This design comes from an exercise in tuning for small area, a short achievable clock period and few clock cycles per item on the open sky130 flow, not from production work. RTL that was checked went through simulation tests only; none was proved equivalent to the original. Function not checked in run 1: the RTL went through the layout flow alone. No activity file was given, so power comes from the tool's default toggle rates.

==> design/flow/design.v <==
`timescale 1ns / 1ps
package rsc_pkg;
  localparam logic OP_CONVERT = 1'b0;
  localparam logic OP_SET     = 1'b1;
endpackage
`timescale 1ns / 1ps
module rsc_split (
  input  logic [27:0] x,
  output logic [11:0] ys,
  output logic [11:0] yc
);
  wire rs0 = x[0] ^ x[11] ^ x[16];
  wire rc0 = (x[0] & x[11]) | (x[0] & x[16]) | (x[11] & x[16]);
  wire rs1 = x[1] ^ x[10] ^ x[11];
  wire rc1 = (x[1] & x[10]) | (x[1] & x[11]) | (x[10] & x[11]);
  wire rs2 = x[2] ^ x[11];
  wire rc2 = x[2] & x[11];
  wire rs3 = x[3] ^ x[14];
  wire rc3 = x[3] & x[14];
  wire rs4 = x[4] ^ x[11];
  wire rc4 = x[4] & x[11];
  wire rs5 = x[5] ^ x[14];
  wire rc5 = x[5] & x[14];
  wire rs6 = x[20] ^ x[26] ^ x[27];
  wire rc6 = (x[20] & x[26]) | (x[20] & x[27]) | (x[26] & x[27]);
  wire rs7 = rs0 ^ x[9];
  wire rn0 = ~x[9];
  wire rc7 = rs0 & rn0;
  wire rs8 = x[17] ^ rc0 ^ rs1;
  wire rc8 = (x[17] & rc0) | (x[17] & rs1) | (rc0 & rs1);
  wire rs9 = x[9] ^ x[12] ^ x[15];
  wire rc9 = (x[9] & x[12]) | (x[9] & x[15]) | (x[12] & x[15]);
  wire rs10 = x[19] ^ x[22];
  wire rc10 = x[19] | x[22];
  wire rs11 = x[18] ^ x[20] ^ x[27];
  wire rc11 = (x[18] & x[20]) | (x[18] & x[27]) | (x[20] & x[27]);
  wire rn1 = ~x[13];
  wire rs12 = rc1 ^ rs2 ^ rn1;
  wire rc12 = (rc1 & rs2) | (rc1 & rn1) | (rs2 & rn1);
  wire rs13 = x[16] ^ x[23] ^ x[24];
  wire rc13 = (x[16] & x[23]) | (x[16] & x[24]) | (x[23] & x[24]);
  wire rs14 = x[20] ^ x[26] ^ rc2;
  wire rc14 = (x[20] & x[26]) | (x[20] & rc2) | (x[26] & rc2);
  wire rn2 = ~rs3;
  wire rs15 = rn2 ^ x[10] ^ x[17];
  wire rc15 = (rn2 & x[10]) | (rn2 & x[17]) | (x[10] & x[17]);
  wire rs16 = x[19] ^ x[21] ^ x[25];
  wire rc16 = (x[19] & x[21]) | (x[19] & x[25]) | (x[21] & x[25]);
  wire rs17 = x[14] ^ rc3 ^ rs4;
  wire rc17 = (x[14] & rc3) | (x[14] & rs4) | (rc3 & rs4);
  wire rs18 = x[12] ^ x[15] ^ x[18];
  wire rc18 = (x[12] & x[15]) | (x[12] & x[18]) | (x[15] & x[18]);
  wire rs19 = x[19] ^ x[22] ^ x[27];
  wire rc19 = (x[19] & x[22]) | (x[19] & x[27]) | (x[22] & x[27]);
  wire rs20 = x[20] ^ rc4 ^ rs5;
  wire rc20 = (x[20] & rc4) | (x[20] & rs5) | (rc4 & rs5);
  wire rs21 = x[9] ^ x[13] ^ x[15];
  wire rc21 = (x[9] & x[13]) | (x[9] & x[15]) | (x[13] & x[15]);
  wire rs22 = x[19] ^ x[23] ^ x[24];
  wire rc22 = (x[19] & x[23]) | (x[19] & x[24]) | (x[23] & x[24]);
  wire rs23 = x[6] ^ x[12] ^ x[16];
  wire rc23 = (x[6] & x[12]) | (x[6] & x[16]) | (x[12] & x[16]);
  wire rn3 = ~x[10];
  wire rs24 = x[27] ^ rc5 ^ rn3;
  wire rc24 = (x[27] & rc5) | (x[27] & rn3) | (rc5 & rn3);
  wire rs25 = x[21] ^ x[25] ^ x[26];
  wire rc25 = (x[21] & x[25]) | (x[21] & x[26]) | (x[25] & x[26]);
  wire rs26 = x[7] ^ x[13] ^ x[14];
  wire rc26 = (x[7] & x[13]) | (x[7] & x[14]) | (x[13] & x[14]);
  wire rs27 = x[17] ^ x[24] ^ rn0;
  wire rc27 = (x[17] & x[24]) | (x[17] & rn0) | (x[24] & rn0);
  wire rs28 = x[19] ^ x[22];
  wire rc28 = x[19] | x[22];
  wire rs29 = x[8] ^ x[18] ^ x[20];
  wire rc29 = (x[8] & x[18]) | (x[8] & x[20]) | (x[18] & x[20]);
  wire rn4 = ~x[25];
  wire rs30 = rn4 ^ x[10] ^ x[15];
  wire rc30 = (rn4 & x[10]) | (rn4 & x[15]) | (x[10] & x[15]);
  wire rs31 = x[23] ^ x[26];
  wire rc31 = x[23] | x[26];
  wire rn5 = ~rs6;
  wire rs32 = rn5 ^ x[15] ^ x[19];
  wire rc32 = (rn5 & x[15]) | (rn5 & x[19]) | (x[15] & x[19]);
  wire rs33 = rc6 ^ rc7 ^ rs8;
  wire rc33 = (rc6 & rc7) | (rc6 & rs8) | (rc7 & rs8);
  wire rs34 = rs10 ^ x[25];
  wire rc34 = rs10 & rn4;
  wire rs35 = rc8 ^ rs11 ^ rs12;
  wire rc35 = (rc8 & rs11) | (rc8 & rs12) | (rs11 & rs12);
  wire rs36 = rc9 ^ rc10 ^ rs13;
  wire rc36 = (rc9 & rc10) | (rc9 & rs13) | (rc10 & rs13);
  wire rs37 = rc11 ^ rc12 ^ rs14;
  wire rc37 = (rc11 & rc12) | (rc11 & rs14) | (rc12 & rs14);
  wire rs38 = rc13 ^ rs15 ^ rs16;
  wire rc38 = (rc13 & rs15) | (rc13 & rs16) | (rs15 & rs16);
  wire rn6 = ~rc15;
  wire rs39 = rc14 ^ rs17 ^ rn6;
  wire rc39 = (rc14 & rs17) | (rc14 & rn6) | (rs17 & rn6);
  wire rs40 = rc16 ^ rs18 ^ rs19;
  wire rc40 = (rc16 & rs18) | (rc16 & rs19) | (rs18 & rs19);
  wire rn7 = ~rc18;
  wire rs41 = rc17 ^ rs20 ^ rn7;
  wire rc41 = (rc17 & rs20) | (rc17 & rn7) | (rs20 & rn7);
  wire rs42 = rc19 ^ rs21 ^ rs22;
  wire rc42 = (rc19 & rs21) | (rc19 & rs22) | (rs21 & rs22);
  wire rs43 = rc20 ^ rs23 ^ rs24;
  wire rc43 = (rc20 & rs23) | (rc20 & rs24) | (rs23 & rs24);
  wire rs44 = rc21 ^ rc22 ^ rs25;
  wire rc44 = (rc21 & rc22) | (rc21 & rs25) | (rc22 & rs25);
  wire rs45 = rc23 ^ rc24 ^ rs26;
  wire rc45 = (rc23 & rc24) | (rc23 & rs26) | (rc24 & rs26);
  wire rn8 = ~rc25;
  wire rs46 = rs27 ^ rs28 ^ rn8;
  wire rc46 = (rs27 & rs28) | (rs27 & rn8) | (rs28 & rn8);
  wire rs47 = rc26 ^ rc27 ^ rs29;
  wire rc47 = (rc26 & rc27) | (rc26 & rs29) | (rc27 & rs29);
  wire rn9 = ~rs31;
  wire rs48 = rn9 ^ rc28 ^ rs30;
  wire rc48 = (rn9 & rc28) | (rn9 & rs30) | (rc28 & rs30);
  wire rs49 = rc29 ^ rc30;
  wire rn10 = ~rc30;
  wire rc49 = rc29 & rn10;
  wire rs50 = x[21] ^ x[24];
  wire rc50 = x[21] | x[24];
  wire rn11 = ~rs33;
  wire rs51 = rn11 ^ rs9 ^ rc32;
  wire rc51 = (rn11 & rs9) | (rn11 & rc32) | (rs9 & rc32);
  wire rs52 = rc33 ^ rc34 ^ rs35;
  wire rc52 = (rc33 & rc34) | (rc33 & rs35) | (rc34 & rs35);
  wire rn12 = ~rc36;
  wire rs53 = rc35 ^ rs37 ^ rn12;
  wire rc53 = (rc35 & rs37) | (rc35 & rn12) | (rs37 & rn12);
  wire rn13 = ~rc38;
  wire rs54 = rc37 ^ rs39 ^ rn13;
  wire rc54 = (rc37 & rs39) | (rc37 & rn13) | (rs39 & rn13);
  wire rn14 = ~rc40;
  wire rs55 = rc39 ^ rs41 ^ rn14;
  wire rc55 = (rc39 & rs41) | (rc39 & rn14) | (rs41 & rn14);
  wire rn15 = ~rc42;
  wire rs56 = rc41 ^ rs43 ^ rn15;
  wire rc56 = (rc41 & rs43) | (rc41 & rn15) | (rs43 & rn15);
  wire rs57 = rc43 ^ rs45 ^ rs46;
  wire rc57 = (rc43 & rs45) | (rc43 & rs46) | (rs45 & rs46);
  wire rs58 = rc45 ^ rc46 ^ rs47;
  wire rc58 = (rc45 & rc46) | (rc45 & rs47) | (rc46 & rs47);
  wire rn16 = ~rc47;
  wire rs59 = rn16 ^ rc31 ^ rc48;
  wire rc59 = (rn16 & rc31) | (rn16 & rc48) | (rc31 & rc48);
  wire rs60 = rs50 ^ rs7;
  wire rn17 = ~rs7;
  wire rc60 = rs50 & rn17;
  wire rs61 = rs34 ^ rc50 ^ rs51;
  wire rc61 = (rs34 & rc50) | (rs34 & rs51) | (rc50 & rs51);
  wire rn18 = ~rs52;
  wire rs62 = rn18 ^ rs36 ^ rc51;
  wire rc62 = (rn18 & rs36) | (rn18 & rc51) | (rs36 & rc51);
  wire rn19 = ~rs38;
  wire rs63 = rc52 ^ rs53 ^ rn19;
  wire rc63 = (rc52 & rs53) | (rc52 & rn19) | (rs53 & rn19);
  wire rn20 = ~rs40;
  wire rs64 = rc53 ^ rs54 ^ rn20;
  wire rc64 = (rc53 & rs54) | (rc53 & rn20) | (rs54 & rn20);
  wire rn21 = ~rs42;
  wire rs65 = rc54 ^ rs55 ^ rn21;
  wire rc65 = (rc54 & rs55) | (rc54 & rn21) | (rs55 & rn21);
  wire rn22 = ~rs44;
  wire rs66 = rc55 ^ rs56 ^ rn22;
  wire rc66 = (rc55 & rs56) | (rc55 & rn22) | (rs56 & rn22);
  wire rn23 = ~rc44;
  wire rs67 = rc56 ^ rs57 ^ rn23;
  wire rc67 = (rc56 & rs57) | (rc56 & rn23) | (rs57 & rn23);
  wire rn24 = ~rs48;
  wire rs68 = rc57 ^ rs58 ^ rn24;
  wire rc68 = (rc57 & rs58) | (rc57 & rn24) | (rs58 & rn24);
  wire rn25 = ~rc58;
  wire rs69 = rn25 ^ rs49 ^ rs59;
  wire rc69 = (rn25 & rs49) | (rn25 & rs59) | (rs49 & rs59);
  wire rs70 = rc49 ^ rc59;
  wire rn26 = ~rc59;
  wire rc70 = rc49 & rn26;
  assign ys = {rc70, ~rc69, rc68, rc67, rc66, rc65, rc64, rc63, ~rc62, ~rc61, rc60, ~rs32};
  assign yc = {1'b0, ~rs70, ~rs69, rs68, rs67, rs66, rs65, rs64, rs63, ~rs62, ~rs61, ~rs60};
endmodule
module rsc_mod15 (
  input  logic [31:0] v,
  output logic [3:0]  na,
  output logic [3:0]  nb
);
  wire ms0 = v[2] ^ v[6] ^ v[10];
  wire mc0 = (v[2] & v[6]) | (v[2] & v[10]) | (v[6] & v[10]);
  wire ms1 = v[3] ^ v[7] ^ v[11];
  wire mc1 = (v[3] & v[7]) | (v[3] & v[11]) | (v[7] & v[11]);
  wire ms2 = v[15] ^ v[19] ^ v[23];
  wire mc2 = (v[15] & v[19]) | (v[15] & v[23]) | (v[19] & v[23]);
  wire ms3 = v[4] ^ v[8] ^ v[12];
  wire mc3 = (v[4] & v[8]) | (v[4] & v[12]) | (v[8] & v[12]);
  wire ms4 = v[16] ^ v[20] ^ v[24];
  wire mc4 = (v[16] & v[20]) | (v[16] & v[24]) | (v[20] & v[24]);
  wire ms5 = v[5] ^ v[9] ^ v[13];
  wire mc5 = (v[5] & v[9]) | (v[5] & v[13]) | (v[9] & v[13]);
  wire ms6 = v[17] ^ v[21] ^ v[25];
  wire mc6 = (v[17] & v[21]) | (v[17] & v[25]) | (v[21] & v[25]);
  wire ms7 = v[14] ^ v[18] ^ v[22];
  wire mc7 = (v[14] & v[18]) | (v[14] & v[22]) | (v[18] & v[22]);
  wire ms8 = v[26] ^ v[30] ^ ms0;
  wire mc8 = (v[26] & v[30]) | (v[26] & ms0) | (v[30] & ms0);
  wire ms9 = v[27] ^ v[31] ^ mc0;
  wire mc9 = (v[27] & v[31]) | (v[27] & mc0) | (v[31] & mc0);
  wire ms10 = v[28] ^ mc1 ^ mc2;
  wire mc10 = (v[28] & mc1) | (v[28] & mc2) | (mc1 & mc2);
  wire ms11 = v[29] ^ mc3 ^ mc4;
  wire mc11 = (v[29] & mc3) | (v[29] & mc4) | (mc3 & mc4);
  wire ms12 = mc5 ^ mc6 ^ ms7;
  wire mc12 = (mc5 & mc6) | (mc5 & ms7) | (mc6 & ms7);
  wire ms13 = ms1 ^ ms2 ^ mc7;
  wire mc13 = (ms1 & ms2) | (ms1 & mc7) | (ms2 & mc7);
  wire ms14 = ms3 ^ ms4 ^ mc9;
  wire mc14 = (ms3 & ms4) | (ms3 & mc9) | (ms4 & mc9);
  wire ms15 = ms5 ^ ms6 ^ mc10;
  wire mc15 = (ms5 & ms6) | (ms5 & mc10) | (ms6 & mc10);
  wire ms16 = ms8 ^ mc11 ^ ms12;
  wire mc16 = (ms8 & mc11) | (ms8 & ms12) | (mc11 & ms12);
  wire ms17 = mc8 ^ ms9 ^ mc12;
  wire mc17 = (mc8 & ms9) | (mc8 & mc12) | (ms9 & mc12);
  wire ms18 = ms10 ^ mc13 ^ ms14;
  wire mc18 = (ms10 & mc13) | (ms10 & ms14) | (mc13 & ms14);
  wire ms19 = ms11 ^ mc14 ^ ms15;
  wire mc19 = (ms11 & mc14) | (ms11 & ms15) | (mc14 & ms15);
  wire ms20 = mc15 ^ ms16 ^ mc19;
  wire mc20 = (mc15 & ms16) | (mc15 & mc19) | (ms16 & mc19);
  wire ms21 = ms13 ^ mc16 ^ ms17;
  wire mc21 = (ms13 & mc16) | (ms13 & ms17) | (mc16 & ms17);
  wire ms22 = mc17 ^ ms18 ^ mc21;
  wire mc22 = (mc17 & ms18) | (mc17 & mc21) | (ms18 & mc21);
  wire ms23 = mc18 ^ ms19 ^ mc22;
  wire mc23 = (mc18 & ms19) | (mc18 & mc22) | (ms19 & mc22);
  assign na = {ms23, ms22, mc20, ms20};
  assign nb = {1'b0, 1'b0, ms21, mc23};
endmodule
module rsc_mod15_fin (
  input  logic [3:0] na,
  input  logic [3:0] nb,
  output logic [3:0] n
);
  logic [4:0] s;
  logic [3:0] t;
  assign s = {1'b0, na} + {1'b0, nb};
  assign t = s[3:0] + {3'd0, s[4]};
  assign n = (t == 4'd15) ? 4'd0 : t;
endmodule
module rsc_tabs (
  input  logic [11:0] y,
  input  logic [2:0]  d,
  output logic [4:0]  kb,
  output logic        hour0,
  output logic        hour23
);
  logic [17:0] e;
  wire t1 = (y[11] | (y[10] | (y[9] | (y[8] | (y[7] & (y[6] & (y[5] & (y[4] | (y[3] | (y[2] | (y[1] | (y[0] & 1'b1))))))))))));
  wire t2 = (y[11] | (y[10] | (y[9] | (y[8] & (y[7] & (y[6] & (y[5] | (y[4] | (y[3] | (y[2] | (y[1] & (y[0] | 1'b1))))))))))));
  wire t3 = (y[11] | (y[10] | (y[9] & (y[8] | (y[7] & (y[6] | (y[5] & (y[4] | (y[3] | (y[2] | (y[1] & (y[0] & 1'b1))))))))))));
  wire t4 = (y[11] | (y[10] | (y[9] & (y[8] & (y[7] & (y[6] | (y[5] | (y[4] | (y[3] | (y[2] & (y[1] | (y[0] | 1'b1))))))))))));
  wire t5 = (y[11] | (y[10] & (y[9] | (y[8] | (y[7] | (y[6] & (y[5] & (y[4] | (y[3] | (y[2] & (y[1] | (y[0] & 1'b1))))))))))));
  wire t6 = (y[11] | (y[10] & (y[9] | (y[8] & (y[7] | (y[6] & (y[5] | (y[4] | (y[3] | (y[2] & (y[1] & (y[0] | 1'b1))))))))))));
  wire t7 = (y[11] | (y[10] & (y[9] & (y[8] | (y[7] | (y[6] | (y[5] & (y[4] | (y[3] | (y[2] & (y[1] & (y[0] & 1'b1))))))))))));
  wire t8 = (y[11] | (y[10] & (y[9] & (y[8] & (y[7] | (y[6] | (y[5] | (y[4] | (y[3] & (y[2] | (y[1] | (y[0] | 1'b1))))))))))));
  wire t9 = (y[11] | (y[10] & (y[9] & (y[8] & (y[7] & (y[6] & (y[5] & (y[4] | (y[3] & (y[2] | (y[1] | (y[0] & 1'b1))))))))))));
  wire t10 = (y[11] & (y[10] | (y[9] | (y[8] | (y[7] & (y[6] & (y[5] | (y[4] | (y[3] & (y[2] | (y[1] & (y[0] | 1'b1))))))))))));
  wire t11 = (y[11] & (y[10] | (y[9] | (y[8] & (y[7] & (y[6] | (y[5] & (y[4] | (y[3] & (y[2] | (y[1] & (y[0] & 1'b1))))))))))));
  wire t12 = (y[11] & (y[10] | (y[9] & (y[8] | (y[7] & (y[6] | (y[5] | (y[4] | (y[3] & (y[2] & (y[1] | (y[0] | 1'b1))))))))))));
  wire t13 = (y[11] & (y[10] | (y[9] & (y[8] & (y[7] | (y[6] & (y[5] & (y[4] | (y[3] & (y[2] & (y[1] | (y[0] & 1'b1))))))))))));
  wire t14 = (y[11] & (y[10] & (y[9] | (y[8] | (y[7] | (y[6] & (y[5] | (y[4] | (y[3] & (y[2] & (y[1] & (y[0] | 1'b1))))))))))));
  wire t15 = (y[11] & (y[10] & (y[9] | (y[8] & (y[7] | (y[6] | (y[5] & (y[4] | (y[3] & (y[2] & (y[1] & (y[0] & 1'b1))))))))))));
  wire t16 = (y[11] & (y[10] & (y[9] & (y[8] | (y[7] | (y[6] | (y[5] | (y[4] & (y[3] | (y[2] | (y[1] | (y[0] | 1'b1))))))))))));
  wire t17 = (y[11] & (y[10] & (y[9] & (y[8] | (y[7] & (y[6] & (y[5] & (y[4] & (y[3] | (y[2] | (y[1] | (y[0] & 1'b1))))))))))));
  assign e[0] = 1'b1 & ~t1;
  assign e[1] = t1 & ~t2;
  assign e[2] = t2 & ~t3;
  assign e[3] = t3 & ~t4;
  assign e[4] = t4 & ~t5;
  assign e[5] = t5 & ~t6;
  assign e[6] = t6 & ~t7;
  assign e[7] = t7 & ~t8;
  assign e[8] = t8 & ~t9;
  assign e[9] = t9 & ~t10;
  assign e[10] = t10 & ~t11;
  assign e[11] = t11 & ~t12;
  assign e[12] = t12 & ~t13;
  assign e[13] = t13 & ~t14;
  assign e[14] = t14 & ~t15;
  assign e[15] = t15 & ~t16;
  assign e[16] = t16 & ~t17;
  assign e[17] = t17;
  assign kb[0] = e[1] | e[3] | e[5] | e[7] | e[9] | e[11] | e[13] | e[15] | e[17];
  assign kb[1] = e[2] | e[3] | e[6] | e[7] | e[10] | e[11] | e[14] | e[15];
  assign kb[2] = e[4] | e[5] | e[6] | e[7] | e[12] | e[13] | e[14] | e[15];
  assign kb[3] = e[8] | e[9] | e[10] | e[11] | e[12] | e[13] | e[14] | e[15];
  assign kb[4] = e[16] | e[17];
  assign hour0 = (e[0] & (d == 3'd0)) | (e[3] & (d == 3'd5)) | (e[6] & (d == 3'd2)) | (e[9] & (d == 3'd7)) | (e[12] & (d == 3'd4)) | (e[15] & (d == 3'd1));
  assign hour23 = (e[2] & (d == 3'd5)) | (e[5] & (d == 3'd2)) | (e[8] & (d == 3'd7)) | (e[11] & (d == 3'd4)) | (e[14] & (d == 3'd1)) | (e[17] & (d == 3'd6));
endmodule
module rsc_hour (
  input  logic [4:0] kb,
  input  logic [2:0] d,
  output logic [4:0] hour
);
  logic [4:0] nine_d;
  logic [5:0] s;
  always_comb begin
    case (d)
      3'd0: nine_d = 5'd0;
      3'd1: nine_d = 5'd9;
      3'd2: nine_d = 5'd18;
      3'd3: nine_d = 5'd3;
      3'd4: nine_d = 5'd12;
      3'd5: nine_d = 5'd21;
      3'd6: nine_d = 5'd6;
      3'd7: nine_d = 5'd15;
      default: nine_d = 5'd0;
    endcase
    s = {1'b0, kb} + {1'b0, nine_d};
    hour = (s >= 6'd24) ? 5'(s - 6'd24) : s[4:0];
  end
endmodule
`timescale 1ns / 1ps
module rsc_date (
  input  logic [11:0] w,
  output logic [6:0]  r25
);
  assign r25 = 7'(w[0]) + {w[1], 1'b0} + {w[2], 2'b0} + {w[3], 3'b0} + {w[4], 4'b0}
             + 7'({3{w[5]}}) + {w[6], w[6], w[6], 1'b0} + 7'({2{w[7]}}) + {w[8], w[8], 1'b0}
             + {w[9], w[9], 2'b0} + {w[10], w[10], 3'b0} + {w[11], 1'b0, w[11], w[11], w[11]};
endmodule
module rsc_last_day (
  input  logic [3:0] year_lo,
  input  logic [6:0] r25,
  input  logic [3:0] month,
  input  logic [4:0] day,
  output logic       leap,
  output logic       last_day
);
  logic div25;
  always_comb begin
    div25 = (r25 == 7'd0) || (r25 == 7'd25) || (r25 == 7'd50) || (r25 == 7'd75)
         || (r25 == 7'd100);
    leap  = (year_lo[1:0] == 2'd0) && (!div25 || (year_lo[3:2] == 2'd0));
    case (month)
      4'd2:                    last_day = (day[4:2] == 3'b111) && (day[1:0] != 2'd0 || !leap);
      4'd4, 4'd6, 4'd9, 4'd11: last_day = (day[4:1] == 4'b1111);
      default:                 last_day = (day == 5'd31);
    endcase
  end
endmodule
`timescale 1ns / 1ps
module rtc_seconds_to_calendar (
  input  logic          clk,
  input  logic          rst,
  input  logic          cmd_valid,
  output logic          cmd_stall,
  input  logic [72:0]   cmd,
  output logic          res_valid,
  input  logic          res_stall,
  output logic [56:0]   res
);
  logic        p0_valid, p1_valid, p2_valid;
  logic        p0_op, p1_op, p2_op;
  logic [31:0] p0_d;
  logic [38:0] p1_d;
  logic [21:0] p2_d;
  logic [39:0] set_d;
  logic        hold;
  logic        set_busy;
  assign hold      = res_valid && res_stall;
  assign set_busy  = (p0_valid && p0_op == rsc_pkg::OP_SET) || (p1_valid && p1_op == rsc_pkg::OP_SET);
  assign cmd_stall = res_stall || (cmd[72] == rsc_pkg::OP_SET && set_busy);
  always_ff @(posedge clk) begin
    if (rst) begin
      p0_valid  <= 1'b0;
      p1_valid  <= 1'b0;
      p2_valid  <= 1'b0;
      res_valid <= 1'b0;
    end else if (!hold) begin
      p0_valid  <= cmd_valid && !cmd_stall;
      p1_valid  <= p0_valid;
      p2_valid  <= p1_valid;
      res_valid <= p2_valid;
    end
  end
  always_ff @(posedge clk) begin
    if (!hold) begin
      p0_op <= cmd[72];
      p0_d  <= cmd[71:40];
    end
    if (cmd_valid && !cmd_stall && cmd[72] == rsc_pkg::OP_SET) begin
      set_d <= cmd[39:0];
    end
  end
  logic [11:0] ys, yc;
  logic [3:0]  na, nb;
  rsc_split u_split (
    .x  (p0_d[31:4]),
    .ys (ys),
    .yc (yc)
  );
  rsc_mod15 u_mod15 (
    .v  (p0_d[31:0]),
    .na (na),
    .nb (nb)
  );
  always_ff @(posedge clk) begin
    if (!hold) begin
      p1_op <= p0_op;
      p1_d  <= {nb, na, yc, ys, p0_d[6:0]};
    end
  end
  logic [11:0] y;
  logic [2:0]  d;
  logic [3:0]  n;
  logic [4:0]  kb;
  logic        hour0;
  logic        hour23;
  logic [5:0]  pm;
  assign y = p1_d[18:7] + p1_d[30:19];
  assign d = p1_d[6:4] - y[2:0];
  rsc_mod15_fin u_fin (
    .na (p1_d[34:31]),
    .nb (p1_d[38:35]),
    .n  (n)
  );
  rsc_tabs u_tabs (
    .y      (y),
    .d      (d),
    .kb     (kb),
    .hour0  (hour0),
    .hour23 (hour23)
  );
  assign pm = {n[1:0], n} - {p1_d[3:2], 2'b00, p1_d[3:2]} - {y[3:0], 2'b00};
  always_ff @(posedge clk) begin
    if (!hold) begin
      p2_op <= p1_op;
      p2_d  <= {hour23, hour0, kb, d, pm, n, p1_d[1:0]};
    end
  end
  logic [4:0]  c_kb;
  logic [2:0]  c_d;
  logic [4:0]  c_hour;
  logic [5:0]  c_minute;
  logic [5:0]  c_second;
  logic        c_hour0;
  logic        c_hour23;
  assign c_second = p2_d[5:0];
  assign c_d      = p2_d[14:12];
  assign c_kb     = p2_d[19:15];
  assign c_hour0  = p2_d[20];
  assign c_hour23 = p2_d[21];
  assign c_minute = {p2_d[11:8] + c_kb[3:0], p2_d[7:6]};
  rsc_hour u_hour (
    .kb   (c_kb),
    .d    (c_d),
    .hour (c_hour)
  );
  logic [13:0] year;
  logic [3:0]  month;
  logic [4:0]  day;
  logic        last23;
  logic        last_day;
  logic        is_set;
  logic        take;
  logic        live;
  logic        advance;
  logic [16:0] set_load;
  logic [4:0]  r_hour;
  logic [5:0]  r_minute;
  logic [5:0]  r_second;
  logic [16:0] r_load;
  assign is_set   = (p2_op == rsc_pkg::OP_SET);
  assign take     = p2_valid && !hold;
  assign live     = (year != 14'd0);
  assign advance  = live && last23 && last_day && c_hour0;
  always_comb begin
    case (month)
      4'd2:                    last_day = (day[4:2] == 3'b111) && (day[1:0] != 2'd0 || !leap);
      4'd4, 4'd6, 4'd9, 4'd11: last_day = (day[4:1] == 4'b1111);
      default:                 last_day = (day == 5'd31);
    endcase
  end
  assign set_load = (17'(set_d[16:12]) << 12) - (17'(set_d[16:12]) << 9) + (17'(set_d[16:12]) << 4)
                  + (17'(set_d[11:6]) << 6) - (17'(set_d[11:6]) << 2) + 17'(set_d[5:0]);
  logic [6:0]  r25_src;
  logic [6:0]  r25;
  logic        year_new;
  logic        leap;
  logic        set_leap;
  logic        cur_leap;
  logic [6:0]  r25_set;
  logic [6:0]  r25_cur;
  rsc_date u_r25_set (
    .w   (set_d[39:28]),
    .r25 (r25_set)
  );
  rsc_date u_r25_cur (
    .w   (year[13:2]),
    .r25 (r25_cur)
  );
  assign r25_src = (p1_valid && p1_op == rsc_pkg::OP_SET) ? r25_set : r25_cur;
  rsc_last_day u_set_leap (
    .year_lo  (set_d[29:26]),
    .r25      (r25),
    .month    (set_d[25:22]),
    .day      (set_d[21:17]),
    .leap     (set_leap),
    .last_day ()
  );
  rsc_last_day u_cur_leap (
    .year_lo  (year[3:0]),
    .r25      (r25),
    .month    (month),
    .day      (day),
    .leap     (cur_leap),
    .last_day ()
  );
  always_ff @(posedge clk) begin
    if (!hold) begin
      r25 <= r25_src;
      if (p2_valid && is_set) leap <= set_leap;
      else if (!year_new) leap <= cur_leap;
    end
  end
  always_ff @(posedge clk) begin
    if (!hold) year_new <= take && (is_set || advance);
  end
  always_ff @(posedge clk) begin
    if (rst) begin
      year   <= '0;
      month  <= '0;
      day    <= '0;
      last23 <= 1'b0;
    end else if (take) begin
      if (is_set) begin
        year  <= set_d[39:26];
        month <= set_d[25:22];
        day   <= set_d[21:17];
      end else begin
        if (advance) begin
          day <= 5'd1;
          if (month[3] && month[2]) begin
            month <= 4'd1;
            year  <= year + 14'd1;
          end else begin
            month <= month + 4'd1;
          end
        end else if (live && last23 && c_hour0) begin
          day <= day + 5'd1;
        end
        if (live) last23 <= c_hour23;
      end
    end
  end
  always_ff @(posedge clk) begin
    if (!hold) begin
      if (is_set) begin
        r_hour   <= set_d[16:12];
        r_minute <= set_d[11:6];
        r_second <= set_d[5:0];
        r_load   <= set_load;
      end else begin
        r_hour   <= c_hour;
        r_minute <= c_minute;
        r_second <= c_second;
        r_load   <= '0;
      end
    end
  end
  assign res = {year, month, day, r_hour, r_minute, r_second, r_load};
endmodule
==> design/flow/flow/run.sh <==
#!/bin/bash
# The standard layout (standard.sh), with the input and output port buffers made from
# sky130_fd_sc_hd__buf_1 instead of the cell buffer_ports picks by default.
set -euo pipefail
export BUFFER_PORTS_ARGS="-buffer_cell sky130_fd_sc_hd__buf_1"
bash standard.sh > standard.log 2>&1
==> design/flow/standard.sh <==
#!/bin/bash
# synth_recipe.tcl (not shown) runs the flow's synth.tcl, then flattens the netlist and writes it again
# the make line also repeats each setting of config.mk as NAME=value (left out here)
make -C /OpenROAD-flow-scripts/flow DESIGN_CONFIG=/design/flow/config.mk WORK_HOME=/design/flow/orfs CLKGATE_MAP_FILE= SYNTH_SCRIPT=/design/flow/synth_recipe.tcl "${@:-finish}"
==> design/flow/config.mk <==
export PLATFORM = sky130hd
export DESIGN_NAME = rtc_seconds_to_calendar
export DESIGN_NICKNAME = rtc_seconds_to_calendar
export VERILOG_FILES = /design/flow/design.v
export SDC_FILE = /design/flow/constraint.sdc
export NUM_CORES = 4
export LEC_CHECK = 0
export ABC_CLOCK_PERIOD_IN_PS = 3000
export CAP_MARGIN = 20
export CORE_MARGIN = 2
export CORE_UTILIZATION = 40
export CTS_BUF_LIST = sky130_fd_sc_hd__clkbuf_4 sky130_fd_sc_hd__clkbuf_8
export PLACE_DENSITY = 0.6
export SETUP_SLACK_MARGIN = 4.0
export SLEW_MARGIN = 20
==> design/flow/constraint.sdc <==
create_clock -name core_clock -period 7.5 [get_ports {clk}]
set_input_delay 1.5000 -clock core_clock [delete_from_list [all_inputs] [get_ports {clk}]]
set_output_delay 1.5000 -clock core_clock [all_outputs]
set_load 0.01 [all_outputs]
==> results of run 1 <==
[cells by family (layout without fill, tap and decap cells)]
kind of cell    after synthesis  after routing
xor+xnor                     48             48
simple gates                272            272
buf+inv                     223            452
mux                          23             23
compound gates              234            234
fa+ha+maj                   224            224
flops                       209            209
[flip-flops by register name, summed over array words and instances (netlist names), 6 cells and up]
register / flops
set_d: 40
p1_d: 36
p0_d: 32
p2_d: 22
r_load: 17
year: 14
r25: 7
r_minute: 6
r_second: 6
[routing by layer]
layer | vias up | track usage | wire length (um)
li1 | 4721 | - | -
met5 | - | 0 | 0
met4 | 0 | 0.06627 | 868
met3 | 60 | 0.03124 | 1517
met1 | 4705 | 0.2152 | 13250
met2 | 241 | 0.2964 | 15400
[cells in the mapped netlist (4+ instances only)]
| master | count | share of area |
|---|---|---|
| nand2_1 | 62 | 0.017 |
| nor2b_1 | 8 | 0.0036 |
| a22oi_1 | 12 | 0.0064 |
| inv_1 | 199 | 0.053 |
| o211a_1 | 5 | 0.0036 |
| nor3_1 | 32 | 0.011 |
| nor2_1 | 66 | 0.018 |
| a211oi_1 | 16 | 0.0085 |
| o21ai_0 | 38 | 0.013 |
| nand4_1 | 8 | 0.0036 |
| a2111oi_0 | 6 | 0.0037 |
| xnor2_1 | 27 | 0.017 |
| clkbuf_1 | 18 | 0.0048 |
| dfxtp_1 | 33 | 0.047 |
| o211ai_1 | 6 | 0.0032 |
| and3_1 | 10 | 0.0044 |
| o21a_1 | 5 | 0.0027 |
| a21oi_1 | 64 | 0.023 |
| nand3b_1 | 4 | 0.0021 |
| a311oi_1 | 4 | 0.0025 |
| or2_2 | 5 | 0.0022 |
| a31oi_1 | 10 | 0.0044 |
| fa_1 | 118 | 0.17 |
| or3_1 | 4 | 0.0018 |
| a211o_1 | 5 | 0.0031 |
| mux2i_1 | 11 | 0.0078 |
| nor4_1 | 7 | 0.0031 |
| nand3_1 | 29 | 0.010 |
| edfxtp_1 | 176 | 0.37 |
| xor2_1 | 20 | 0.012 |
| nand2b_1 | 14 | 0.0062 |
| and2_1 | 11 | 0.0049 |
| nor3b_1 | 4 | 0.0021 |
| mux2_2 | 12 | 0.0096 |
| a21o_1 | 23 | 0.012 |
| ha_1 | 106 | 0.094 |
[path summary, 6_finish.rpt]
path                                      endpoint  cells past startpoint
worst min register to register   p1_d[0]$_DFFE_PN_                      0
worst max-delay path            p2_d[10]$_DFFE_PN_                     17
worst max register to register  p2_d[10]$_DFFE_PN_                     17
worst min-delay path             p1_d[0]$_DFFE_PN_                      0
[power groups by stage]
stage / registers [mW] / logic [mW] / clock network, mW
detailed placement: 1.81 / 3.79 / 0
global placement: 1.81 / 3.78 / 0
CTS: 1.79 / 4.05 / 1.11
floorplan: 1.79 / 2.89 / 0
finish: 1.79 / 4.70 / 1.07
global route: 1.82 / 5.18 / 1.16
[layout make-up]
class / instances / area [um2]
Clock buffer: 50 / 619.3
Multi-Input combinational cell: 801 / 7755
Sequential cell: 209 / 5967
Fill cell: 3194 / 17960
Tap cell: 455 / 569.3
Inverter: 202 / 784.5
Timing Repair Buffer: 181 / 853.3
Clock inverter: 19 / 121.4
[placed cells by master (no fill, tap or decap), types with 12 or more instances in the layout]
cell type and n:
inv_1 195, edfxtp_1 176, buf_1 134, fa_1 110, ha_1 90, nor2_1 64
nand2_1 57, a21oi_1 56, buf_4 46, clkbuf_8 39, o21ai_0 35, nor3_1 32
nand3_1 29, xnor2_1 24, dfxtp_1 24, a21o_1 23, xor2_1 16, nand2b_1 12
mux2_2 12, a211oi_1 12, a22oi_1 12
[repair_timing]
item                                    CTS  global route
buffers inserted                         14            26
hold buffers                              0             0
endpoints found under the setup margin   12            32
gates resized for setup                  39            64
pin swaps                                12            35
[worst max-delay path, stage by stage, from the launching register on]
cell and delay, ns:
edfxtp_1 0.38, ha_2 0.21, fa_2 0.36, and3_4 0.19, ha_4 0.16, nand2_2 0.07
mux2i_1 0.20, o22ai_1 0.12, xor2_1 0.21, buf_4 0.16, nand2_4 0.08, nand2_4 0.08
ha_1 0.15, inv_1 0.07, fa_2 0.37, nand2b_1 0.17, a21oi_2 0.17, xnor2_1 0.09
==> out/results.txt, run 1 <==
Mux cell area share after synthesis = 0.01740
Adder-Cell Fraction of Synth Area = 0.2617
Fin area = 16670 um2
Initial antenna violation count = 0
1st-iter DRT viols = 647
Sw Share = 0.4350
EDFF count, synth = 176
Max FO, Critical Path = 5
Synth Net Count = 1534
Final Core Density = 0.4814
Largest net degree at the start of global routing = 144
XOR/XNOR share of the synthesized area = 0.03036
Post-route ant nets = 0
Int Pwr = 4.272 mW
Clk slew on worst S/H paths = 0.06 ns
Crit path required time = 7.82 ns
Register share of total power = 0.237
Dpl cells = 1808
GRT Residual Overflow = 0
CTS tree = yes
Worst-Margin Slew = 1.021 ns
Final worst slack = 3.997 ns
Leak pwr = 6.982 nW
Yosys warnings = 3
Syn Area/Cell = 11.43 um2
Synthesized netlist cell count = 1233
Drt pass-1 iters = 8
Crit path from = p1_d[35]$_DFFE_PN_
Status = timing/DRC/antenna clean
Core area = 34630 um2
Area grow syn2layout = 18.27%
R2R setup slack = 4.00 ns
Clock buffer depth = 3
Clock Latency Late Sink = 0.59 ns
Routed wire length = 31040 um
H-tree depth = 2
Main combinational cell family by area after synthesis = adder cells
Gpl congestion = 0.8971
Final hold viol count = 0
Worst setup SP type = flip-flop
Mapped Area = 14090 um2
Setup violators final = 0
Share of layout cells above drive strength 1 = 0.1443
Number of antenna diodes = 0
Final #Nets = 1735
# rows = 68
Comb power frac = 0.622
Worst hold start = p0_d[0]$_DFFE_PN_
Critical Path Sink Type = flip-flop
Post-synthesis async set-or-reset flop share = 0
Num CTS Buffers = 39
Synth Area in Compound Gates = 0.1141
Period utilisation layout = 0.4670
Crit Path Class = reg -> reg
Tot GR Track Use = 0.1723
Number of remaining DRC errors = 0
Sequential area share after synthesis = 0.4218
Vias in the first global route = 10054
Ys flop type = edfxtp_1
Fin Setup TNS = 0 ns
CP arrival = 3.83 ns
Startpoint of the worst register-to-register path = p1_d[35]$_DFFE_PN_
Dpl cell area = 15170 um2
DPL Wire Length = 22800 um
Wire length per cell = 16.19 um
CTS Sinks = 209
P_sw = 3.288 mW
DIE AREA = 36750 um2
F_max = 285.5 MHz
I/O pin cnt = 136
Initial Utilization = 0.4070
Hold WS = 0.4243 ns
Min cycle time layout = 3.503 ns
Clock network power share = 0.141
Peak VDD IR = 0.0003385 V
Via-per-instance ratio = 5.074
Die Span Y = 191.7 um
Worst min path class = reg -> reg
Synth unique cells = 73
Die Wd = 191.7 um
First-pass GRT wire length = 49900 um
Pwr dens = 453.5 nW/um2
Max-slew violation count = 0
Root Buffer = clkbuf_8
Synth Area in Simple Gates = 0.09472
Max Cap Viol = 0
Overall power = 7.560 mW
Rel. slew slack = 0.3191
Total number of vias = 9727
Clock Skews = 0.04305 ns
Pre-CTS setup slack = 3.513 ns
I/O Buffers = 135
Synth Register Bits = 209
Final cell count without fillers = 1917
RSZ-0062 raised after global routing = yes
==> run 2, diff against run 1 <==
--- a/design/flow/design.v
+++ b/design/flow/design.v
@@ -420,5 +420,4 @@
   logic        hour0;
   logic        hour23;
-  logic [5:0]  pm;
   assign y = p1_d[18:7] + p1_d[30:19];
   assign d = p1_d[6:4] - y[2:0];
@@ -435,9 +434,8 @@
     .hour23 (hour23)
   );
-  assign pm = {n[1:0], n} - {p1_d[3:2], 2'b00, p1_d[3:2]} - {y[3:0], 2'b00};
   always_ff @(posedge clk) begin
     if (!hold) begin
       p2_op <= p1_op;
-      p2_d  <= {hour23, hour0, kb, d, pm, n, p1_d[1:0]};
+      p2_d  <= {hour23, hour0, kb, d, y[3:0], n, p1_d[3:0]};
     end
   end
@@ -449,10 +447,18 @@
   logic        c_hour0;
   logic        c_hour23;
-  assign c_second = p2_d[5:0];
+  logic [3:0]  c_n;
+  logic [1:0]  c_v32;
+  logic [3:0]  c_y;
+  logic [5:0]  c_m17;
+  assign c_v32    = p2_d[3:2];
+  assign c_n      = p2_d[7:4];
+  assign c_y      = p2_d[11:8];
   assign c_d      = p2_d[14:12];
   assign c_kb     = p2_d[19:15];
   assign c_hour0  = p2_d[20];
   assign c_hour23 = p2_d[21];
-  assign c_minute = {p2_d[11:8] + c_kb[3:0], p2_d[7:6]};
+  assign c_second = {c_n, p2_d[1:0]};
+  assign c_m17    = {c_n[1:0], c_n} - {c_v32, 2'b00, c_v32};
+  assign c_minute = {c_m17[5:2] + c_kb[3:0] - c_y, c_m17[1:0]};
   rsc_hour u_hour (
     .kb   (c_kb),
--- a/design/flow/config.mk
+++ b/design/flow/config.mk
@@ -10,6 +10,5 @@
 export CORE_MARGIN = 2
 export CORE_UTILIZATION = 40
-export CTS_BUF_LIST = sky130_fd_sc_hd__clkbuf_4 sky130_fd_sc_hd__clkbuf_8
 export PLACE_DENSITY = 0.6
-export SETUP_SLACK_MARGIN = 4.0
+export SETUP_SLACK_MARGIN = 4.25
 export SLEW_MARGIN = 20
==> out/results.txt, run 2 <==
Worst hold start = p1_d[2]$_DFFE_PN_
Fin Setup TNS = 0 ns
H-tree depth = 1
Top-count cell post-synth = inv_1
Post-synthesis async set-or-reset flop share = 0
Syn Area/Cell = 11.45 um2
Synth Register Bits = 209
Commonest non-fill, non-tap cell in the layout = inv_1
Area grow syn2layout = 19.66%
CP arrival = 1.91 ns
Initial Utilization = 0.4082
Max FO, Critical Path = 2
Clock Skews = 0.01493 ns
Clk slew on worst S/H paths = 0.05 ns
I/O pin cnt = 136
CP max stage cell = a21oi_4
Final Core Density = 0.4884
Root Buffer = clkbuf_16
F_max = 293.0 MHz
Worst setup SP type = primary input
Critical Path Max Stage Delay = 0.13 ns
Synth top cells by count = inv_1 (203), edfxtp_1 (176), fa_1 (119)
EDFF count, synth = 176
Min cycle time layout = 3.413 ns
Ys flop type = edfxtp_1
Largest register FFs = 40
Most frequent cells in the layout = inv_1 (191), edfxtp_1 (176), buf_1 (132)
Synth area leader = edfxtp_1
Most flops, register = set_d
Status = timing/DRC/antenna clean
Crit path required time = 6.00 ns
Setup violators final = 0
Rel. slew slack = 0.2819
Largest net degree at the start of global routing = 85
1st-iter DRT viols = 505
Synthesized netlist cell count = 1238
Post-route ant nets = 0
Drt pass-1 iters = 6
Synth unique cells = 83
Wire length per cell = 16.33 um
Synth Net Count = 1538
Yosys warnings = 3
Crit path cell chain = buf_8 > a21oi_4 > inv_2 > buf_6
Initial antenna violation count = 0
Dpl cell area = 15270 um2
Worst min path class = reg -> reg
Dominant cells by area after synthesis = edfxtp_1 (37%), fa_1 (17%), ha_1 (9.2%), inv_1 (5.4%), dfxtp_1 (4.7%)
Share of layout cells above drive strength 1 = 0.1636
Clock buffer depth = 3
Die Wd = 192.2 um
Max-slew violation count = 0
RSZ-0062 raised after global routing = yes
Peak VDD IR = 0.0002791 V
DIE AREA = 36950 um2
Sequential area share after synthesis = 0.4196
Tot GR Track Use = 0.1698
Number of antenna diodes = 0
Pwr dens = 424.2 nW/um2
Final #Nets = 1735
Clock Latency Late Sink = 0.54 ns
Via-per-instance ratio = 5.098
Die Span Y = 192.2 um
CTS Sinks = 209
Crit Path Class = in -> out
DPL Wire Length = 22980 um
Worst-Margin Slew = 1.077 ns
Mapped Area = 14170 um2
GRT Residual Overflow = 0
# rows = 68
I/O Buffers = 135
CTS tree = yes
Routed wire length = 31200 um
Vias in the first global route = 9910
Period utilisation layout = 0.4551
Critical Path Sink Type = output port
First-pass GRT wire length = 50100 um
Leak pwr = 7.052 nW
Final hold viol count = 0
Max Cap Viol = 0
Total number of vias = 9738
Num CTS Buffers = 26
Gpl congestion = 0.8846
Core area = 34710 um2
Number of remaining DRC errors = 0
Largest registers = set_d x40, p1_d x36, p0_d x32
Crit path from = cmd[72]
Fin area = 16960 um2
Share of the synthesized area in the top cell type = 0.3730
Startpoint of the worst register-to-register path = p0_d[14]$_DFFE_PN_
==> run 2: cell count changes after synthesis, moves of 5 or more <==
cell,delta
nand4_1,+8
o211ai_1,+5
nor2_1,+11
a21oi_1,-7
nand3_1,-6
o21ai_0,-11
nor3_1,-17
==> run 2: logic make-up (layout without fill, tap and decap cells) <==
| family | after synthesis | in the layout | synth area share |
|---|---|---|---|
| adder cells (fa/ha/maj) | 223 | 223 | 0.2600 |
| multiplexers | 23 | 23 | 0.01713 |
| flip-flops | 209 | 209 | 0.4196 |
| AND/OR/NAND/NOR | 278 | 278 | 0.09846 |
| buffers and inverters | 233 | 450 | 0.06525 |
| XOR/XNOR | 46 | 46 | 0.02843 |
| AO/OA/AOI/OAI | 226 | 226 | 0.1112 |
==> run 2: layout make-up <==
cell class                 instances  area (um2)
multi-input combinational        796        7802
clock inverter                    16       118.9
inverter                         204       774.5
sequential                       209        5974
clock buffer                      32       694.4
tap                              455       569.3
fill                            3198       17760
timing repair buffer             198        1021
==> run 2: metrics by stage <==
stage	instances	setup WS, ns	hold slack [ns]	power (mW)
after floorplan	1238	2.690	0.4003	4.540
after global routing	1910	4.060	0.4282	7.764
after CTS	1889	4.071	0.4177	6.711
after global placement	1806	3.678	0.4043	5.261
final	1910	4.087	0.4177	7.193
after detailed placement	1806	3.606	0.4045	5.276
==> run 2: per-layer routing <==
layer / GRT usage / vias to the layer above / routed length, um
met3: 0.02467 / 63 / 1465
met5: 0 / - / 0
met1: 0.2243 / 4713 / 13670
met2: 0.2934 / 254 / 15270
met4: 0.04169 / 0 / 792
li1: - / 4708 / -
==> run 2: worst max-delay path, delay by kind of cell <==
kind | cells | cell delay [ns]
buffers and inverters | 3 | 0.28
AO/OA/AOI/OAI | 1 | 0.13
==> run 2: power by group <==
group	leakage, nW	total, mW	switching (mW)	internal, mW
Combinational	4.53	4.27	2.41	1.86
Clock	0.397	1.18	0.486	0.694
Sequential	2.12	1.74	0.126	1.62
==> run 2: path summary, 6_finish.rpt <==
kind,end,slack (ns),depth (start not counted)
worst max-delay path,cmd_stall,4.09,4
worst min-delay path,p2_d[2]$_DFFE_PN_,0.42,0
worst max register to register,p1_d[34]$_DFFE_PN_,4.13,9
worst min register to register,p2_d[2]$_DFFE_PN_,0.42,0
==> run 2: timing repair <==
item | in CTS | in global routing
pin swaps | 30 | 24
setup buffers | 35 | 21
gates resized for setup | 51 | 53
setup endpoints to repair | 91 | 32
gates cloned | 0 | 0
hold buffers | 0 | 0
Testbench counts of run 2, summed over its fixed seeds: cycles 32,174, items 32,000.
==> run 3, diff against run 2 <==
--- a/design/flow/config.mk
+++ b/design/flow/config.mk
@@ -11,4 +11,4 @@
 export CORE_UTILIZATION = 40
 export PLACE_DENSITY = 0.6
-export SETUP_SLACK_MARGIN = 4.25
+export SETUP_SLACK_MARGIN = 4.0
 export SLEW_MARGIN = 20
==> out/results.txt, run 3 <==
Peak VDD IR = 0.0002552 V
Period utilisation layout = 0.4644
Crit Path Class = in -> out
F_max = 287.1 MHz
Synth top cells by count = inv_1 (203), edfxtp_1 (176), fa_1 (119)
Reg-to-Reg End = p2_d[15]$_DFFE_PN_
Wire length per cell = 15.99 um
R2R setup slack = 4.07 ns
Fill cells = 3213
First-pass GRT wire length = 48760 um
Leak pwr = 6.876 nW
Die Wd = 192.2 um
Area grow syn2layout = 16.14%
Commonest non-fill, non-tap cell in the layout = inv_1
CTS Sinks = 209
1st-iter DRT viols = 573
Worst-Margin Slew = 1.064 ns
P_sw = 2.784 mW
Max Cap Viol = 0
Fin area = 16460 um2
Critical Path Sink Type = output port
Hold path cells = 0
Fin Setup TNS = 0 ns
Clock network power share = 0.178
Synth area leader = edfxtp_1
Share of layout cells above drive strength 1 = 0.1169
Largest registers = set_d x40, p1_d x36, p0_d x32
Mapped Area = 14170 um2
H-tree depth = 1
Max FO, Critical Path = 3
Routed wire length = 30130 um
Hold path endpoint = p2_d[2]$_DFFE_PN_
Hold_buf cts = 0
Via-per-instance ratio = 5.075
CP arrival = 1.98 ns
Synth Net Count = 1538
Number of antenna diodes = 0
Crit path required time = 6.00 ns
Worst min path class = reg -> reg
RSZ-0062 raised after global routing = yes
Dominant cells by area after synthesis = edfxtp_1 (37%), fa_1 (17%), ha_1 (9.2%), inv_1 (5.4%), dfxtp_1 (4.7%)
Root Buffer = clkbuf_16
Synth Register Bits = 209
Ys flop type = edfxtp_1
Rel. slew slack = 0.2907
Share of the synthesized area in the top cell type = 0.3730
Initial Utilization = 0.4082
Most flops, register = set_d
Worst Reg2Reg Path Length in Cells = 12
Num CTS Buffers = 25
Most frequent cells in the layout = inv_1 (199), edfxtp_1 (176), buf_1 (134)
Post-route ant nets = 0
Largest register FFs = 40
Syn Area/Cell = 11.45 um2
# rows = 68
GRT Residual Overflow = 0
Sw Share = 0.4187
I/O Buffers = 135
Clk slew on worst S/H paths = 0.06 ns
DIE AREA = 36950 um2
Vias in the first global route = 9697
Clock Latency Late Sink = 0.54 ns
Post-synthesis async set-or-reset flop share = 0
Yosys warnings = 3
EDFF count, synth = 176
DPL Wire Length = 22760 um
Register share of total power = 0.260
CTS tree = yes
Clock buffer depth = 3
Int Pwr = 3.865 mW
Gpl congestion = 0.9039
Synthesized netlist cell count = 1238
Total number of vias = 9561
Initial antenna violation count = 0
Hold WS = 0.4186 ns
Worst hold start = p1_d[2]$_DFFE_PN_
Min cycle time layout = 3.483 ns
Sequential area share after synthesis = 0.4196
Core area = 34710 um2
Top-count cell post-synth = inv_1
Final hold viol count = 0
Startpoint of the worst register-to-register path = p1_d[7]$_DFFE_PN_
Clock Skews = 0.01404 ns
Worst setup SP type = primary input
Setup violators final = 0
Dpl cell area = 15230 um2
Drt pass-1 iters = 5
Die Span Y = 192.2 um
Tot GR Track Use = 0.1660
Pwr dens = 404.0 nW/um2
Synth unique cells = 83
Number of remaining DRC errors = 0
Status = timing/DRC/antenna clean
I/O pin cnt = 136
Final #Nets = 1712
Max-slew violation count = 0
Comb power frac = 0.561
Largest net degree at the start of global routing = 79
## run 3: cell counts after synthesis
No cell type changed its count.
## run 3: worst max path at each step
stage                       startpoint                       end  slack, ns  depth (start not counted)
global route         p1_d[9]$_DFFE_PN_        p2_d[21]$_DFFE_PN_       3.88                          9
finish                         cmd[72]                 cmd_stall       4.02                          4
detailed placement           res_stall      year[7]$_SDFFE_PP0P_       3.57                          9
global placement             res_stall      year[7]$_SDFFE_PP0P_       3.63                          9
CTS                 p1_d[19]$_DFFE_PN_        p2_d[21]$_DFFE_PN_       3.96                         11
floorplan                    res_stall  u_hour.nine_d[3]$_DFF_P_       2.69                          7
## run 3: cell type report
cell class              count  area (um2)  share of cell area
clock inverters            12       146.4            0.008895
multi-input cells         796        7528              0.4575
inverters                 204       772.0             0.04691
well taps                 455       569.3             0.03459
repair buffers            176       819.5             0.04980
clock buffers              32       651.9             0.03961
flip-flops and latches    209        5969              0.3627
## run 3: critical path, stage by stage
cell,delay (ns)
clkbuf_2,0.12
a21oi_2,0.16
inv_1,0.07
buf_1,0.13
## run 3: cells by family after synthesis
| kind of cell | after synthesis | synth area share |
|---|---|---|
| adders and majority gates | 223 | 0.2600 |
| and+or+nand+nor | 278 | 0.09846 |
| xor gates and xnor gates | 46 | 0.02843 |
| muxes | 23 | 0.01713 |
| AOI/OAI and AO/OA | 226 | 0.1112 |
| DFF | 209 | 0.4196 |
| buffers and inverters | 233 | 0.06525 |
## run 3: power groups by stage
stage	logic, mW	clock network [mW]	registers (mW)
after global placement	3.49	0	1.76
after detailed placement	3.52	0	1.76
after global routing	4.21	1.27	1.75
final	3.73	1.18	1.73
after CTS	3.64	1.22	1.74
after floorplan	2.79	0	1.75
## run 3: stage by stage
stage                     utilization  power (mW)  setup slack (ns)  std cells
after floorplan                     -       4.536             2.690       1238
after global placement         0.4389       5.249             3.630       1806
after detailed placement       0.4389       5.285             3.571       1806
after CTS                      0.4655       6.594             3.958       1858
after global routing           0.4741       7.233             3.877       1884
final                          0.4741       6.648             4.017       1884
## run 3: what timing repair did
action | in CTS | in global routing
endpoints found under the setup margin | 11 | 22
endpoints found under the hold margin | 0 | 0
pin swaps | 1 | 15
resized for setup | 20 | 31
setup buffers | 8 | 26
## run 3: layer usage
| metal | vias up | wire [um] | track usage |
|---|---|---|---|
| met5 | - | 0 | 0 |
| met4 | 0 | 717 | 0.04492 |
| met3 | 50 | 1431 | 0.02485 |
| met2 | 217 | 14650 | 0.2824 |
| met1 | 4637 | 13320 | 0.2212 |
| li1 | 4657 | - | - |
==> run 4, diff against run 3 <==
--- a/design/flow/design.v
+++ b/design/flow/design.v
@@ -251,8 +251,5 @@
 module rsc_tabs (
   input  logic [11:0] y,
-  input  logic [2:0]  d,
-  output logic [4:0]  kb,
-  output logic        hour0,
-  output logic        hour23
+  output logic [4:0]  kb
 );
   logic [17:0] e;
@@ -297,6 +294,4 @@
   assign kb[3] = e[8] | e[9] | e[10] | e[11] | e[12] | e[13] | e[14] | e[15];
   assign kb[4] = e[16] | e[17];
-  assign hour0 = (e[0] & (d == 3'd0)) | (e[3] & (d == 3'd5)) | (e[6] & (d == 3'd2)) | (e[9] & (d == 3'd7)) | (e[12] & (d == 3'd4)) | (e[15] & (d == 3'd1));
-  assign hour23 = (e[2] & (d == 3'd5)) | (e[5] & (d == 3'd2)) | (e[8] & (d == 3'd7)) | (e[11] & (d == 3'd4)) | (e[14] & (d == 3'd1)) | (e[17] & (d == 3'd6));
 endmodule
 module rsc_hour (
@@ -367,5 +362,5 @@
   logic [31:0] p0_d;
   logic [38:0] p1_d;
-  logic [21:0] p2_d;
+  logic [19:0] p2_d;
   logic [39:0] set_d;
   logic        hold;
@@ -418,6 +413,4 @@
   logic [3:0]  n;
   logic [4:0]  kb;
-  logic        hour0;
-  logic        hour23;
   assign y = p1_d[18:7] + p1_d[30:19];
   assign d = p1_d[6:4] - y[2:0];
@@ -428,14 +421,11 @@
   );
   rsc_tabs u_tabs (
-    .y      (y),
-    .d      (d),
-    .kb     (kb),
-    .hour0  (hour0),
-    .hour23 (hour23)
+    .y  (y),
+    .kb (kb)
   );
   always_ff @(posedge clk) begin
     if (!hold) begin
       p2_op <= p1_op;
-      p2_d  <= {hour23, hour0, kb, d, y[3:0], n, p1_d[3:0]};
+      p2_d  <= {kb, d, y[3:0], n, p1_d[3:0]};
     end
   end
@@ -456,6 +446,6 @@
   assign c_d      = p2_d[14:12];
   assign c_kb     = p2_d[19:15];
-  assign c_hour0  = p2_d[20];
-  assign c_hour23 = p2_d[21];
+  assign c_hour0  = (c_hour == 5'd0);
+  assign c_hour23 = (c_hour == 5'd23);
   assign c_second = {c_n, p2_d[1:0]};
   assign c_m17    = {c_n[1:0], c_n} - {c_v32, 2'b00, c_v32};
==> out/results.txt, run 4 <==
Crit path required time = 6.00 ns
CTS tree = yes
Startpoint of the worst register-to-register path = set_d[36]$_DFFE_PP_
Fin Setup TNS = 0 ns
Core area = 33620 um2
R2R setup slack = 4.05 ns
Die Span Y = 188.8 um
Sw Share = 0.4038
DIE AREA = 35640 um2
Status = timing/DRC/antenna clean
Pwr dens = 382.0 nW/um2
Final worst slack = 4.016 ns
Comb power frac = 0.522
Most flops, register = set_d
Vias in the first global route = 8898
Crit path depth = 4
Mapped Area = 13660 um2
Num CTS Buffers = 25
Fin area = 15750 um2
GRT Residual Overflow = 0
Share of layout cells above drive strength 1 = 0.09406
CP arrival = 1.98 ns
Worst min path class = reg -> reg
Pre-CTS setup slack = 2.833 ns
Setup violators final = 0
Register share of total power = 0.284
Clock buffer depth = 3
Share of the synthesized area in the top cell type = 0.3826
Die Wd = 188.8 um
Initial antenna violation count = 0
Min cycle time layout = 3.484 ns
Worst-Margin Slew = 1.039 ns
Fill cells = 3082
Worst Reg2Reg Path Length in Cells = 11
Largest registers = set_d x40, p1_d x36, p0_d x32
Worst setup SP type = primary input
Synth area leader = edfxtp_1
F_max = 287.1 MHz
Dpl cell area = 14660 um2
Final #Nets = 1610
Synth Register Bits = 207
Critical Path Sink Type = output port
Wire length per cell = 15.77 um
Critical path's top delay family = buffers and inverters
Clock network power share = 0.194
Top-count cell post-synth = inv_1
Clock Latency Late Sink = 0.56 ns
Max FO, Critical Path = 3
Period utilisation layout = 0.4645
P_sw = 2.429 mW
Total number of vias = 8820
Number of remaining DRC errors = 0
Peak VDD IR = 0.0002389 V
1st-iter DRT viols = 568
Crit Path Class = in -> out
RSZ-0062 raised after global routing = yes
Crit path from = res_stall
Sequential area share after synthesis = 0.4309
Int Pwr = 3.586 mW
Max-slew violation count = 0
Area grow syn2layout = 15.28%
Buf/Inv on CP = 3
Post-route ant nets = 0
Drt pass-1 iters = 5
Max Cap Viol = 0
Largest net degree at the start of global routing = 71
Initial Utilization = 0.4063
Synth Net Count = 1450
Syn Area/Cell = 11.88 um2
Crit path cell chain = buf_4 > a21oi_4 > inv_1 > buf_2
CP max stage cell = a21oi_4
Number of antenna diodes = 0
Yosys warnings = 3
CTS Sinks = 207
Root Buffer = clkbuf_16
H-tree depth = 1
I/O Buffers = 135
Clock Skews = 0.03396 ns
Dominant cells by area after synthesis = edfxtp_1 (38%), fa_1 (18%), ha_1 (9.4%), inv_1 (5.2%), dfxtp_1 (4.8%)
DPL Wire Length = 20770 um
Via-per-instance ratio = 4.963
Post-synthesis async set-or-reset flop share = 0
Routed wire length = 28030 um
EDFF count, synth = 174
CP endpoint = cmd_stall
Rel. slew slack = 0.3076
Final Core Density = 0.4684
Synthesized netlist cell count = 1150
Synth unique cells = 76
# rows = 67
Critical Path Max Stage Delay = 0.16 ns
Ys flop type = edfxtp_1
Most frequent cells in the layout = inv_1 (190), edfxtp_1 (174), buf_1 (132)
Final hold viol count = 0
I/O pin cnt = 136
Clk slew on worst S/H paths = 0.05 ns
Leak pwr = 6.560 nW
First-pass GRT wire length = 46060 um
Synth top cells by count = inv_1 (191), edfxtp_1 (174), fa_1 (120)
Commonest non-fill, non-tap cell in the layout = inv_1
Reg-to-Reg End = r25[6]$_DFFE_PN_
Gpl congestion = 0.8584
Largest register FFs = 40
Tot GR Track Use = 0.1609
run 4: cell count changes after synthesis, moves of 7 or more:
cell / before / now
a21o_1: 24 / 16
a22oi_1: 16 / 7
clkbuf_1: 20 / 13
inv_1: 203 / 191
nand4_1: 16 / 3
nor2_1: 77 / 58
o211ai_1: 11 / 2
o21ai_0: 27 / 37
run 4: worst min path at each step:
stage          depth (start not counted)                 to               from
2_1_floorplan                          0  p1_d[0]$_DFFE_PN_  p0_d[0]$_DFFE_PN_
3_3_place_gp                           0  p1_d[1]$_DFFE_PN_  p0_d[1]$_DFFE_PN_
3_5_place_dp                           0  p2_d[0]$_DFFE_PN_  p1_d[0]$_DFFE_PN_
4_1_cts                                0  p2_d[0]$_DFFE_PN_  p1_d[0]$_DFFE_PN_
5_1_grt                                0  p2_d[0]$_DFFE_PN_  p1_d[0]$_DFFE_PN_
6_report                               0  p2_d[1]$_DFFE_PN_  p1_d[1]$_DFFE_PN_
run 4: kinds of logic (layout without fill, tap and decap cells):
kind of cell	after synthesis	after routing	share of synthesized area
flops	207	207	0.4309
buf+inv	216	395	0.06046
compound gates	201	201	0.09976
mux	26	26	0.02006
xor+xnor	52	52	0.03555
fa+ha+maj	223	223	0.2702
simple gates	225	225	0.08300
run 4: layout make-up:
type	instances	area, um2	share of cell area
repair inverters	1	16.27	0.001033
repair buffers	154	661.9	0.04204
inverters	194	754.5	0.04792
clock buffers	28	636.9	0.04045
flip-flops and latches	207	5909	0.3753
well taps	448	560.5	0.03560
clock inverters	18	156.4	0.009933
multi-input cells	727	7049	0.4477
run 4: what timing repair did:
item                       in CTS  in global routing
hold buffers                    0                  0
buffers inserted                3                 14
resized for setup              19                 28
setup endpoints to repair      19                 16
pin swaps                       1                  8
cloned                          1                  0
run 4: metrics by stage:
step / std cells / hold slack, ns / power [mW]
floorplan: 1150 / 0.4003 / 4.162
finish: 1777 / 0.4182 / 6.014
global placement: 1713 / 0.4040 / 4.781
detailed placement: 1713 / 0.4061 / 4.824
CTS: 1763 / 0.4195 / 6.031
global route: 1777 / 0.4291 / 6.535
run 4: per-layer routing:
| metal | global-route usage | vias to the layer above | routed length (um) |
|---|---|---|---|
| li1 | - | 4312 | - |
| met1 | 0.2178 | 4249 | 12550 |
| met2 | 0.2694 | 215 | 13370 |
| met3 | 0.02868 | 44 | 1513 |
| met4 | 0.03876 | 0 | 602 |
| met5 | 0 | - | 0 |
run 4: power by group through the flow:
| stage | Combinational (mW) | Clock [mW] | Sequential [mW] |
|---|---|---|---|
| after floorplan | 2.44 | 0 | 1.72 |
| after global placement | 3.04 | 0 | 1.74 |
| after detailed placement | 3.08 | 0 | 1.74 |
| after CTS | 3.11 | 1.20 | 1.72 |
| after global routing | 3.55 | 1.25 | 1.73 |
| final | 3.14 | 1.16 | 1.71 |
Testbench counts of run 4, summed over its fixed seeds: cycles 32,174, items 32,000.
==> run 5, diff against run 4 <==
--- a/design/flow/config.mk
+++ b/design/flow/config.mk
@@ -10,5 +10,7 @@
 export CORE_MARGIN = 2
 export CORE_UTILIZATION = 40
+export CTS_CLUSTER_DIAMETER = 100
+export CTS_CLUSTER_SIZE = 28
 export PLACE_DENSITY = 0.6
-export SETUP_SLACK_MARGIN = 4.0
+export SETUP_SLACK_MARGIN = 4.2
 export SLEW_MARGIN = 20
==> out/results.txt, run 5 <==
Max-slew violation count = 0
Period utilisation layout = 0.4517
Synthesized netlist cell count = 1150
# rows = 67
GRT Residual Overflow = 0
Synth unique cells = 76
Rel. slew slack = 0.2829
Synth area leader = edfxtp_1
Number of remaining DRC errors = 0
Final Core Density = 0.4701
RSZ-0062 raised after global routing = yes
Syn Area/Cell = 11.88 um2
Initial Utilization = 0.4063
Routed wire length = 28190 um
Hold WS = 0.4315 ns
Largest net degree at the start of global routing = 71
Fin Setup TNS = 0 ns
Die Span Y = 188.8 um
Synth top cells by count = inv_1 (191), edfxtp_1 (174), fa_1 (120)
F_max = 295.2 MHz
Drt pass-1 iters = 5
CP arrival = 1.89 ns
Leak pwr = 6.576 nW
Peak VDD IR = 0.0002694 V
Yosys warnings = 3
First-pass GRT wire length = 45860 um
Root Buffer = clkbuf_16
Commonest non-fill, non-tap cell in the layout = inv_1
Final worst slack = 4.112 ns
CTS Sinks = 207
Final #Nets = 1628
Wire length per cell = 15.82 um
Final hold viol count = 0
Crit Path Class = in -> out
Fin area = 15800 um2
Via-per-instance ratio = 4.953
Tot GR Track Use = 0.1602
Top-count cell post-synth = inv_1
Number of antenna diodes = 0
Dominant cells by area after synthesis = edfxtp_1 (38%), fa_1 (18%), ha_1 (9.4%), inv_1 (5.2%), dfxtp_1 (4.8%)
Synth Net Count = 1450
Total number of vias = 8827
Min cycle time layout = 3.388 ns
Final cell count without fillers = 1782
Mapped Area = 13660 um2
Clk slew on worst S/H paths = 0.10 ns
Largest registers = set_d x40, p1_d x36, p0_d x32
Pwr dens = 368.0 nW/um2
Gpl congestion = 0.8505
Largest register FFs = 40
Clock Latency Late Sink = 0.50 ns
Hold_buf cts = 0
Die Wd = 188.8 um
Overall power = 5.816 mW
Worst min path class = reg -> reg
DPL Wire Length = 20520 um
Most frequent cells in the layout = inv_1 (185), edfxtp_1 (174), buf_1 (132)
Pre-CTS setup slack = 2.955 ns
Area grow syn2layout = 15.69%
Initial antenna violation count = 0
I/O pin cnt = 136
Dpl cell area = 14690 um2
Max FO, Critical Path = 2
Ys flop type = edfxtp_1
Crit path required time = 6.00 ns
Core area = 33620 um2
Setup violators final = 0
Post-synthesis async set-or-reset flop share = 0
Sequential area share after synthesis = 0.4309
DIE AREA = 35640 um2
Most flops, register = set_d
Synth Register Bits = 207
1st-iter DRT viols = 485
Status = timing/DRC/antenna clean
I/O Buffers = 135
H-tree depth = 1
Fill cells = 3049
Num CTS Buffers = 13
Clock Skews = 0.03420 ns
Max Cap Viol = 0
EDFF count, synth = 174
Dpl cells = 1713
Share of the synthesized area in the top cell type = 0.3826
Post-route ant nets = 0
Worst-Margin Slew = 1.076 ns
CTS tree = yes
Vias in the first global route = 8988
Worst setup SP type = primary input
Critical Path Sink Type = output port
Share of layout cells above drive strength 1 = 0.1297
Clock buffer depth = 3
run 5: path summary, 6_finish.rpt:
| check | from | to | slack, ns | cells after the start |
|---|---|---|---|---|
| setup / recovery | cmd[72] | cmd_stall | 4.11 | 4 |
| hold reg to reg | p1_d[2]$_DFFE_PN_ | p2_d[2]$_DFFE_PN_ | 0.43 | 0 |
| hold / removal | p1_d[2]$_DFFE_PN_ | p2_d[2]$_DFFE_PN_ | 0.43 | 0 |
| setup reg to reg | p0_d[5]$_DFFE_PN_ | p1_d[20]$_DFFE_PN_ | 4.12 | 8 |
run 5: what timing repair did:
| action | 4_1_cts | 5_1_grt |
|---|---|---|
| buffers inserted | 27 | 20 |
| endpoints found under the hold margin | 0 | 0 |
| gates resized for setup | 34 | 45 |
| gates cloned | 1 | 0 |
| endpoints found under the setup margin | 27 | 33 |
| pin swaps | 26 | 29 |
run 5: critical path, stage by stage:
cell and delay (ns):
buf_8 0.10, a21oi_4 0.11, inv_1 0.04, buf_2 0.13
run 5: logic make-up after synthesis:
logic type | Yosys count | synth area share
fa+ha+maj | 223 | 0.2702
buf+inv | 216 | 0.06046
xor+xnor | 52 | 0.03555
flops | 207 | 0.4309
mux | 26 | 0.02006
compound gates | 201 | 0.09976
simple gates | 225 | 0.08300
run 5: area by class of cell:
class                   count  area [um2]  share of cell area
well taps                 448       560.5             0.03547
multi-input cells         727        7223              0.4571
flip-flops and latches    207        5912              0.3741
repair buffers            184       907.1             0.05741
clock inverters             5       81.33            0.005147
inverters                 194       754.5             0.04775
repair inverters            1       16.27            0.001029
clock buffers              16       346.6             0.02193
run 5: where the power goes:
group	internal (mW)	switching, mW	leakage, nW	total, mW
clock network	0.353	0.426	0.207	0.779
logic	1.44	1.89	4.28	3.34
registers	1.59	0.114	2.09	1.70
run 5: metal layers:
metal | vias to the layer above | part of all wire | track usage
met5 | - | 0 | 0
met4 | 0 | 0.019 | 0.03425
met3 | 29 | 0.052 | 0.02719
met2 | 225 | 0.48 | 0.2688
met1 | 4243 | 0.45 | 0.2188
li1 | 4330 | - | -

[afterwards: timing with drivers on the ports]
No port has a modelled driver above. Below, the same layouts with a new extraction and two added sets of constraints. Step 1: set_driving_cell puts a clkbuf_16 on clk and a buf_2 on each other input, an assumption about the parent block. Step 2, shift: input delay + t, output delay - t, t = (earliest + latest rising clock arrival at the registers) / 2. This alone moves slack from input paths to output paths. Slacks: ideal ports / drivers / drivers and shift; pairs: ideal ports / drivers.
run | t, ns | slack for setup (ns)
run 1 | 0.611 | 3.997 / 3.997 / 3.804
run 2 | 0.587 | 4.087 / 4.044 / 3.839
run 3 | 0.583 | 4.017 / 3.988 / 3.798
run 4 | 0.594 | 4.016 / 3.990 / 3.755
run 5 | 0.536 | 4.112 / 4.072 / 4.018
After both steps every run listed still meets setup and hold.
